Context: an optimization exercise on an open-source flow, tuned for small area, a short achievable clock period and few clock cycles per item. The choices shown serve that exercise and are no tape-out recipe.
Where RTL was checked, it was by simulation tests only, not by an equivalence proof against the original.
Power figures rest on the tool's default switching activity, not on a simulated workload.

## rational_arithmetic_unit_core
module rational_arithmetic_unit_core #(
  parameter int unsigned VALUE_WIDTH = 32
) (
  input  logic                                clk,
  input  logic                                rst_n,
  input  logic                                in_valid,
  output logic                                in_ready,
  input  logic [1:0]                          in_command,
  input  logic signed [rau_pkg::FieldWidth-1:0] in_left_num,
  input  logic signed [rau_pkg::FieldWidth-1:0] in_left_den,
  input  logic signed [rau_pkg::FieldWidth-1:0] in_right_num,
  input  logic signed [rau_pkg::FieldWidth-1:0] in_right_den,
  output logic                                out_valid,
  input  logic                                out_ready,
  output logic signed [rau_pkg::FieldWidth-1:0] out_result_num,
  output logic [rau_pkg::DenOutWidth-1:0]     out_result_den,
  output logic [1:0]                          out_status
);
For scale: ~4700 cells after synthesis, about 560 flip-flops, ~200 I/O pins, about 0.043 sq mm of cells after synthesis.
Settings: LEC_CHECK=0, CAP_MARGIN=20, CORE_MARGIN=2, CORE_UTILIZATION=50, PLACE_DENSITY=0.65, SLEW_MARGIN=20; clock period 12.0 ns.
standard.sh (not shown) runs the stock make flow with config.mk's settings and CLKGATE_MAP_FILE= SYNTH_SCRIPT=/design/flow/synth_recipe.tcl, a recipe that flattens the netlist after the stock synthesis.
==> flow/flow/run.sh <==
#!/bin/bash
# standard layout, with repair_timing asked for more setup slack than the
# clock needs so that the critical paths are sized and buffered
cp standard.sh standard_sh.txt
export SETUP_SLACK_MARGIN=8.0
bash standard.sh > standard.log 2>&1
Testbench counts at the start, summed over its fixed seeds: cycles 53,264, items 2,400.
Then changed:
--- a/flow/design.v
+++ b/flow/design.v
@@ -265,31 +265,35 @@
   rau_add #(.W(35)) u_s2 (.a(m21_r), .b(m22_r), .cin(1'b0), .s(s2));
   function automatic logic [63:0] shr(input logic [63:0] x, input logic [1:0] s);
     shr = (s == 2'd1) ? (x >> 1) : (s == 2'd2) ? (x >> 2) : (x >> 3);
   endfunction
   function automatic logic [35:0] shl1(input logic [35:0] x, input logic [1:0] s);
     shl1 = (s == 2'd1) ? (x << 1) : (s == 2'd2) ? (x << 2) : (x << 3);
   endfunction
   function automatic logic [34:0] shl2(input logic [34:0] x, input logic [1:0] s);
     shl2 = (s == 2'd1) ? (x << 1) : (s == 2'd2) ? (x << 2) : (x << 3);
   endfunction
   logic ovf_now;
   assign ovf_now = (s1[35:31] != 5'b00000 && s1[35:31] != 5'b11111) || (s2[34:31] != 4'b0000);
+  logic ovf_bits;
+  assign ovf_bits = (m11_r[35:31] != 5'b00000 && m11_r[35:31] != 5'b11111)
+                 || (m12_r[35:31] != 5'b00000 && m12_r[35:31] != 5'b11111)
+                 || (m21_r[34:31] != 4'b0000) || (m22_r[34:31] != 4'b0000);
   logic be, ue, ve, oo;
   assign be = ~u_r[0] & ~v_r[0];
   assign ue = ~u_r[0] &  v_r[0];
   assign ve =  u_r[0] & ~v_r[0];
   assign oo =  u_r[0] &  v_r[0];
   logic g_stop;
-  assign g_stop = uz | vz | ovf_now | (oo & ueq);
+  assign g_stop = uz | vz | ovf_bits | (oo & ueq);
   logic u_upd, v_upd, c1_upd, c2_upd;
   assign u_upd  = be | ue | (oo & ~ge);
   assign v_upd  = be | ve | (oo & ge);
   assign c1_upd = ue | oo;
   assign c2_upd = ve | oo;
   logic [1:0] u_sh, v_sh, c1_sh, c2_sh;
   assign u_sh  = be ? s_uv : ue ? s_u : s_d;
   assign v_sh  = be ? s_uv : ve ? s_v : s_d;
   assign c1_sh = ue ? s_u : s_d;
   assign c2_sh = ve ? s_v : s_d;
   logic [63:0] u_new, v_new64;
   logic [62:0] v_new;
@@ -362,47 +366,47 @@
       cnt_nxt = cnt_r + 4'd1;
       if (cnt_r == 4'd15) a_st_nxt = A_DONE;
     end
     if (fin) begin
       if (bzd_r || bdz_r) begin
         ost_nxt  = bzd_r ? rau_pkg::ST_ZERO_DEN : rau_pkg::ST_DIV_ZERO;
         onum_nxt = '0;
         oden_nxt = '0;
       end else if (uz) begin
         ost_nxt  = rau_pkg::ST_OK;
         onum_nxt = '0;
         oden_nxt = 31'd1;
-      end else if (ovf_now) begin
+      end else if (ovf_bits || ovf_now) begin
         ost_nxt  = rau_pkg::ST_OVERFLOW;
         onum_nxt = '0;
         oden_nxt = '0;
       end else begin
         ost_nxt  = rau_pkg::ST_OK;
         onum_nxt = s1[31:0];
         oden_nxt = s2[30:0];
       end
       b_st_nxt = B_IDLE;
     end
     if (xfer) begin
       u_nxt   = ua_abs;
       v_nxt   = {vah_r[30:0], val_r};
       m11_nxt = (is_as ? ua_neg : mul_neg) ? -36'sd1 : 36'sd1;
       m12_nxt = '0;
       m21_nxt = '0;
       m22_nxt = 35'd1;
       bzd_nxt = zd_r;
       bdz_nxt = dz_r;
       b_st_nxt = B_GCD;
       a_st_nxt = A_IDLE;
-    end else if (b_st_r == B_GCD && !g_stop) begin
+    end else if (b_st_r == B_GCD && !(g_stop && ovalid_r)) begin
       if (u_upd) u_nxt = u_new;
       if (v_upd) v_nxt = v_new;
       if (c1_upd) begin
         m11_nxt = m11_new;
         m21_nxt = m21_new;
       end
       if (c2_upd) begin
         m12_nxt = m12_new;
         m22_nxt = m22_new;
       end
     end
   end
Routed wire length shrinks by 5.0%.
Setup slack gets better by 0.88 ns.
Cell area shrinks by 2.7%.
Non-clock buffer count shrinks by 12.
Global-route usage shrinks by 1.2 points.
For the second run of this note, only the layout was checked, not whether the RTL still works.

---

the previous run:
rational_arithmetic_unit_core, a different RTL version from the one above (not shown whole).
Size: about 4700 cells after synthesis, about 560 flip-flops, roughly 200 I/O pins.
Settings: LEC_CHECK=0, CAP_MARGIN=20, CORE_MARGIN=2, CORE_UTILIZATION=50, PLACE_DENSITY=0.65, SLEW_MARGIN=20, TNS_END_PERCENT=0; clock period 12.0 ns.
==> flow/flow/run.sh <==
#!/bin/bash
# standard layout, with repair_timing asked for more setup slack than the
# clock needs so that the critical paths are sized and buffered, and the
# port buffers made with the smallest buffer cell
cp standard.sh standard_sh.txt
export SETUP_SLACK_MARGIN=8.5
export BUFFER_PORTS_ARGS="-buffer_cell sky130_fd_sc_hd__buf_1"
bash standard.sh > standard.log 2>&1
Testbench counts of the previous run, summed over its fixed seeds: cycles 53,907, items 2,400.
Edits applied to the flow inputs when going from the previous run to the current run:
--- a/flow/design.v
+++ b/flow/design.v
@@ -87,23 +87,53 @@
   output logic [W-1:0] dn,
   output logic         ge,
   output logic         eq
 );
   logic [W-1:0] g, p, go, po;
   assign g = a & ~b;
   assign p = ~(a ^ b);
-  rau_bk #(.W(W)) u_bk (.g(g), .p(p), .go(go), .po(po));
+  rau_ks #(.W(W)) u_ks (.g(g), .p(p), .go(go), .po(po));
   logic [W-1:0] c1, c0;
   assign c1 = {go[W-2:0] | po[W-2:0], 1'b1};
   assign c0 = {go[W-2:0], 1'b0};
   assign d  = p ^ c1;
   assign dn = ~(p ^ c0);
   assign ge = go[W-1] | po[W-1];
   assign eq = po[W-1];
 endmodule
+module rau_ks #(
+  parameter int W = 64
+) (
+  input  logic [W-1:0] g,
+  input  logic [W-1:0] p,
+  output logic [W-1:0] go,
+  output logic [W-1:0] po
+);
+  localparam int L = $clog2(W);
+  logic [W-1:0] G [0:L];
+  logic [W-1:0] P [0:L];
+  assign G[0] = g;
+  assign P[0] = p;
+  genvar l, i;
+  generate
+    for (l = 0; l < L; l++) begin : lv
+      for (i = 0; i < W; i++) begin : bt
+        if (i >= (1 << l)) begin : nd
+          assign G[l+1][i] = G[l][i] | (P[l][i] & G[l][i-(1<<l)]);
+          assign P[l+1][i] = P[l][i] & P[l][i-(1<<l)];
+        end else begin : th
+          assign G[l+1][i] = G[l][i];
+          assign P[l+1][i] = P[l][i];
+        end
+      end
+    end
+  endgenerate
+  assign go = G[L];
+  assign po = P[L];
+endmodule
 module rational_arithmetic_unit_core #(
   parameter int unsigned VALUE_WIDTH = 32
 ) (
   input  logic                                clk,
   input  logic                                rst_n,
   input  logic                                in_valid,
   output logic                                in_ready,
@@ -293,19 +323,25 @@
   assign c1_upd = ue | oo;
   assign c2_upd = ve | oo;
   logic [1:0] u_sh, v_sh, c1_sh, c2_sh;
   assign u_sh  = be ? s_uv : ue ? s_u : s_d;
   assign v_sh  = be ? s_uv : ve ? s_v : s_d;
   assign c1_sh = ue ? s_u : s_d;
   assign c2_sh = ve ? s_v : s_d;
-  logic [63:0] u_new, v_new64;
+  logic [63:0] u_new;
   logic [62:0] v_new;
-  assign u_new   = shr(oo ? d2 : u_r, u_sh);
-  assign v_new64 = shr(oo ? d1 : {1'b0, v_r}, v_sh);
-  assign v_new   = v_new64[62:0];
+  logic [2:0]  u_selr, u_seld, v_selr, v_seld;
+  assign u_selr = {3{~oo}} & {u_sh == 2'd3, u_sh == 2'd2, u_sh == 2'd1};
+  assign u_seld = {3{oo}}  & {s_d == 2'd3, s_d == 2'd2, s_d == 2'd1};
+  assign v_selr = {3{~oo}} & {v_sh == 2'd3, v_sh == 2'd2, v_sh == 2'd1};
+  assign v_seld = {3{oo}}  & {s_d == 2'd3, s_d == 2'd2, s_d == 2'd1};
+  assign u_new = ({64{u_selr[0]}} & (u_r >> 1)) | ({64{u_selr[1]}} & (u_r >> 2)) | ({64{u_selr[2]}} & (u_r >> 3))
+               | ({64{u_seld[0]}} & (d2 >> 1))  | ({64{u_seld[1]}} & (d2 >> 2))  | ({64{u_seld[2]}} & (d2 >> 3));
+  assign v_new = ({63{v_selr[0]}} & (v_r >> 1)) | ({63{v_selr[1]}} & (v_r >> 2)) | ({63{v_selr[2]}} & (v_r >> 3))
+               | ({63{v_seld[0]}} & d1[63:1]) | ({63{v_seld[1]}} & {1'b0, d1[63:2]}) | ({63{v_seld[2]}} & {2'b0, d1[63:3]});
   logic signed [35:0] m11_new, m12_new;
   logic [34:0]        m21_new, m22_new;
   assign m11_new = (oo & ge)  ? s1 : shl1(m11_r, c1_sh);
   assign m21_new = (oo & ge)  ? s2 : shl2(m21_r, c1_sh);
   assign m12_new = (oo & ~ge) ? s1 : shl1(m12_r, c2_sh);
   assign m22_new = (oo & ~ge) ? s2 : shl2(m22_r, c2_sh);
   logic fin;       
Findings:
- Synthesized area ended up 6.3% higher on the current run than on the previous run.
- met3 layer usage reported by global route ends up higher on the current run.
- Changes observed in the current run relative to the previous run: total routed wirelength has increased; count of distinct cell types in the synthesized netlist has increased.
- The lower leakage power summed over all cells of the previous run and the current run is in the previous run.
- Critical path depth in the current run is 6 lower than in the previous run
- Looking at share of the clock period used by the worst path after layout, the current run sits 0.93 points lower than the previous run does.
- Density: the current run denser than the previous run
Only the layout flow was run in the current run; the RTL was not checked for function there.

---

rational_arithmetic_unit_core, a different RTL version from the one above (not shown whole).
For scale: ~4600 cells after synthesis, about 540 flip-flops, about 200 I/O pins, about 42000 um2 of cells after synthesis.
clock: 12.0 ns
lec_check: 0
cap_margin: 20
core_margin: 2
core_utilization: 50
place_density: 0.65
slew_margin: 20
tns_end_percent: 0
Scripts as last shown in full above: flow/flow/run.sh
Testbench counts at the start, summed over its fixed seeds: cycles 53,907, items 2,400.
Rerun with:
--- a/flow/design.v
+++ b/flow/design.v
@@ -284,48 +284,52 @@
   logic be, ue, ve, oo;
   assign be = ~u_r[0] & ~v_r[0];
   assign ue = ~u_r[0] &  v_r[0];
   assign ve =  u_r[0] & ~v_r[0];
   assign oo =  u_r[0] &  v_r[0];
   logic g_stop;
   assign g_stop = uz | vz | ovf_bits | (oo & ueq);
   logic u_upd, v_upd, c1_upd, c2_upd;
   assign u_upd  = be | ue | (oo & ~ge);
-  assign v_upd  = be | ve | (oo & ge);
+  assign v_upd  = be | ve | oo;
   assign c1_upd = ue | oo;
   assign c2_upd = ve | oo;
-  logic [1:0] u_sh, v_sh, c1_sh, c2_sh;
-  assign u_sh  = be ? s_uv : ue ? s_u : s_d;
-  assign v_sh  = be ? s_uv : ve ? s_v : s_d;
-  assign c1_sh = ue ? s_u : s_d;
-  assign c2_sh = ve ? s_v : s_d;
-  logic [63:0] u_new, v_new64;
+  logic [1:0] u_sh, v_sh, c2_sh;
+  assign u_sh  = be ? s_uv : s_u;
+  assign v_sh  = be ? s_uv : s_v;
+  assign c2_sh = oo ? s_d : s_v;
+  logic [63:0] u_new, v_src, v_new64;
   logic [62:0] v_new;
-  assign u_new   = shr(oo ? d2 : u_r, u_sh);
-  assign v_new64 = shr(oo ? d1 : {1'b0, v_r}, v_sh);
+  assign v_src   = oo ? (ge ? d1 : d2) : {1'b0, v_r};
+  assign v_new64 = shr(v_src, oo ? s_d : v_sh);
   assign v_new   = v_new64[62:0];
+  assign u_new   = oo ? {1'b0, v_r} : shr(u_r, u_sh);
   logic signed [31:0] m11_new, m12_new;
   logic [30:0]        m21_new, m22_new;
   function automatic logic sh_ov1(input logic [31:0] x, input logic [1:0] s);
     sh_ov1 = (s == 2'd1) ? (x[31:30] != 2'b00 && x[31:30] != 2'b11)
            : (s == 2'd2) ? (x[31:29] != 3'b000 && x[31:29] != 3'b111)
            :               (x[31:28] != 4'b0000 && x[31:28] != 4'b1111);
   endfunction
   function automatic logic sh_ov2(input logic [30:0] x, input logic [1:0] s);
     sh_ov2 = (s == 2'd1) ? x[30] : (s == 2'd2) ? (x[30:29] != 2'b00) : (x[30:28] != 3'b000);
   endfunction
+  logic signed [31:0] c2s1;
+  logic [30:0]        c2s2;
+  assign c2s1 = (oo & ~ge) ? m11_r : m12_r;
+  assign c2s2 = (oo & ~ge) ? m21_r : m22_r;
   logic c1_ov, c2_ov;
-  assign c1_ov = (oo & ge)  ? (s1_ov | s2_ov) : (sh_ov1(m11_r, c1_sh) | sh_ov2(m21_r, c1_sh));
-  assign c2_ov = (oo & ~ge) ? (s1_ov | s2_ov) : (sh_ov1(m12_r, c2_sh) | sh_ov2(m22_r, c2_sh));
-  assign m11_new = (oo & ge)  ? s1 : shl1(m11_r, c1_sh);
-  assign m21_new = (oo & ge)  ? s2[30:0] : shl2(m21_r, c1_sh);
-  assign m12_new = (oo & ~ge) ? s1 : shl1(m12_r, c2_sh);
-  assign m22_new = (oo & ~ge) ? s2[30:0] : shl2(m22_r, c2_sh);
+  assign c1_ov   = oo ? (s1_ov | s2_ov) : (sh_ov1(m11_r, s_u) | sh_ov2(m21_r, s_u));
+  assign c2_ov   = sh_ov1(c2s1, c2_sh) | sh_ov2(c2s2, c2_sh);
+  assign m11_new = oo ? s1 : shl1(m11_r, s_u);
+  assign m21_new = oo ? s2[30:0] : shl2(m21_r, s_u);
+  assign m12_new = shl1(c2s1, c2_sh);
+  assign m22_new = shl2(c2s2, c2_sh);
   logic res_zero, res_ok;
   assign res_zero = uz & ~bzd_r & ~bdz_r;
   assign res_ok   = ~uz & ~bzd_r & ~bdz_r & ~ovf_bits & ~s1_ov & ~s2_ov;
   logic fin;       
   logic xfer;      
   assign fin  = (b_st_r == B_GCD) && g_stop && !ovalid_r;
   assign xfer = (a_st_r == A_DONE) && (b_st_r == B_IDLE || fin);
   always_comb begin
     a_st_nxt   = a_st_r;
Effect: Die area goes down by 0.38%. Combinational power goes down by about 7%. Final cell count goes down by 0.68%. Non-clock buffer count goes up by 59. Count of clock-buffer cells in the layout goes up by 3. Area after synthesis goes down by 0.39%. Hold slack improved by 60 ps. Worst setup slack improved by 150 ps.
Testbench counts after the change, summed over its fixed seeds: cycles 53,907, items 2,400.

re-timing with driven ports:
Ports are ideal in the flow. The routed layouts listed here were re-timed in OpenROAD. Step 1, drivers: a clkbuf_16 drives clk and a buf_2 each remaining input, both assumed. Step 2 times the ports against the registers' clock, not the clock port: input delays grow and output delays shrink by t, the midpoint of the rising clock arrivals with the driver on. Slacks: ideal / step 1 / step 2; pairs: ideal / step 1.
| run | t, ns | setup WS [ns] | clock arrival spread, ns | worst register clock-pin slew, ns | worst slew at a driven data input, ns |
|---|---|---|---|---|---|
| the first run of note 1 | 0.708 | 6.335 / 6.335 / 6.335 | 0.026 / 0.026 | 0.07 / 0.07 | 0.05 |
| the second run of note 1 | 0.700 | 7.211 / 7.211 / 7.211 | 0.026 / 0.026 | 0.06 / 0.06 | 0.04 |
| the previous run | 0.679 | 7.345 / 7.345 / 7.345 | 0.033 / 0.034 | 0.07 / 0.07 | 0.06 |
| the current run | 0.724 | 7.456 / 7.456 / 7.456 | 0.024 / 0.025 | 0.07 / 0.07 | 0.07 |
| the first run of note 3 | 0.683 | 7.283 / 7.283 / 7.283 | 0.032 / 0.032 | 0.07 / 0.07 | 0.05 |
| the second run of note 3 | 0.689 | 7.428 / 7.428 / 7.428 | 0.031 / 0.031 | 0.07 / 0.07 | 0.10 |
After both steps setup and hold are still met in every run listed.
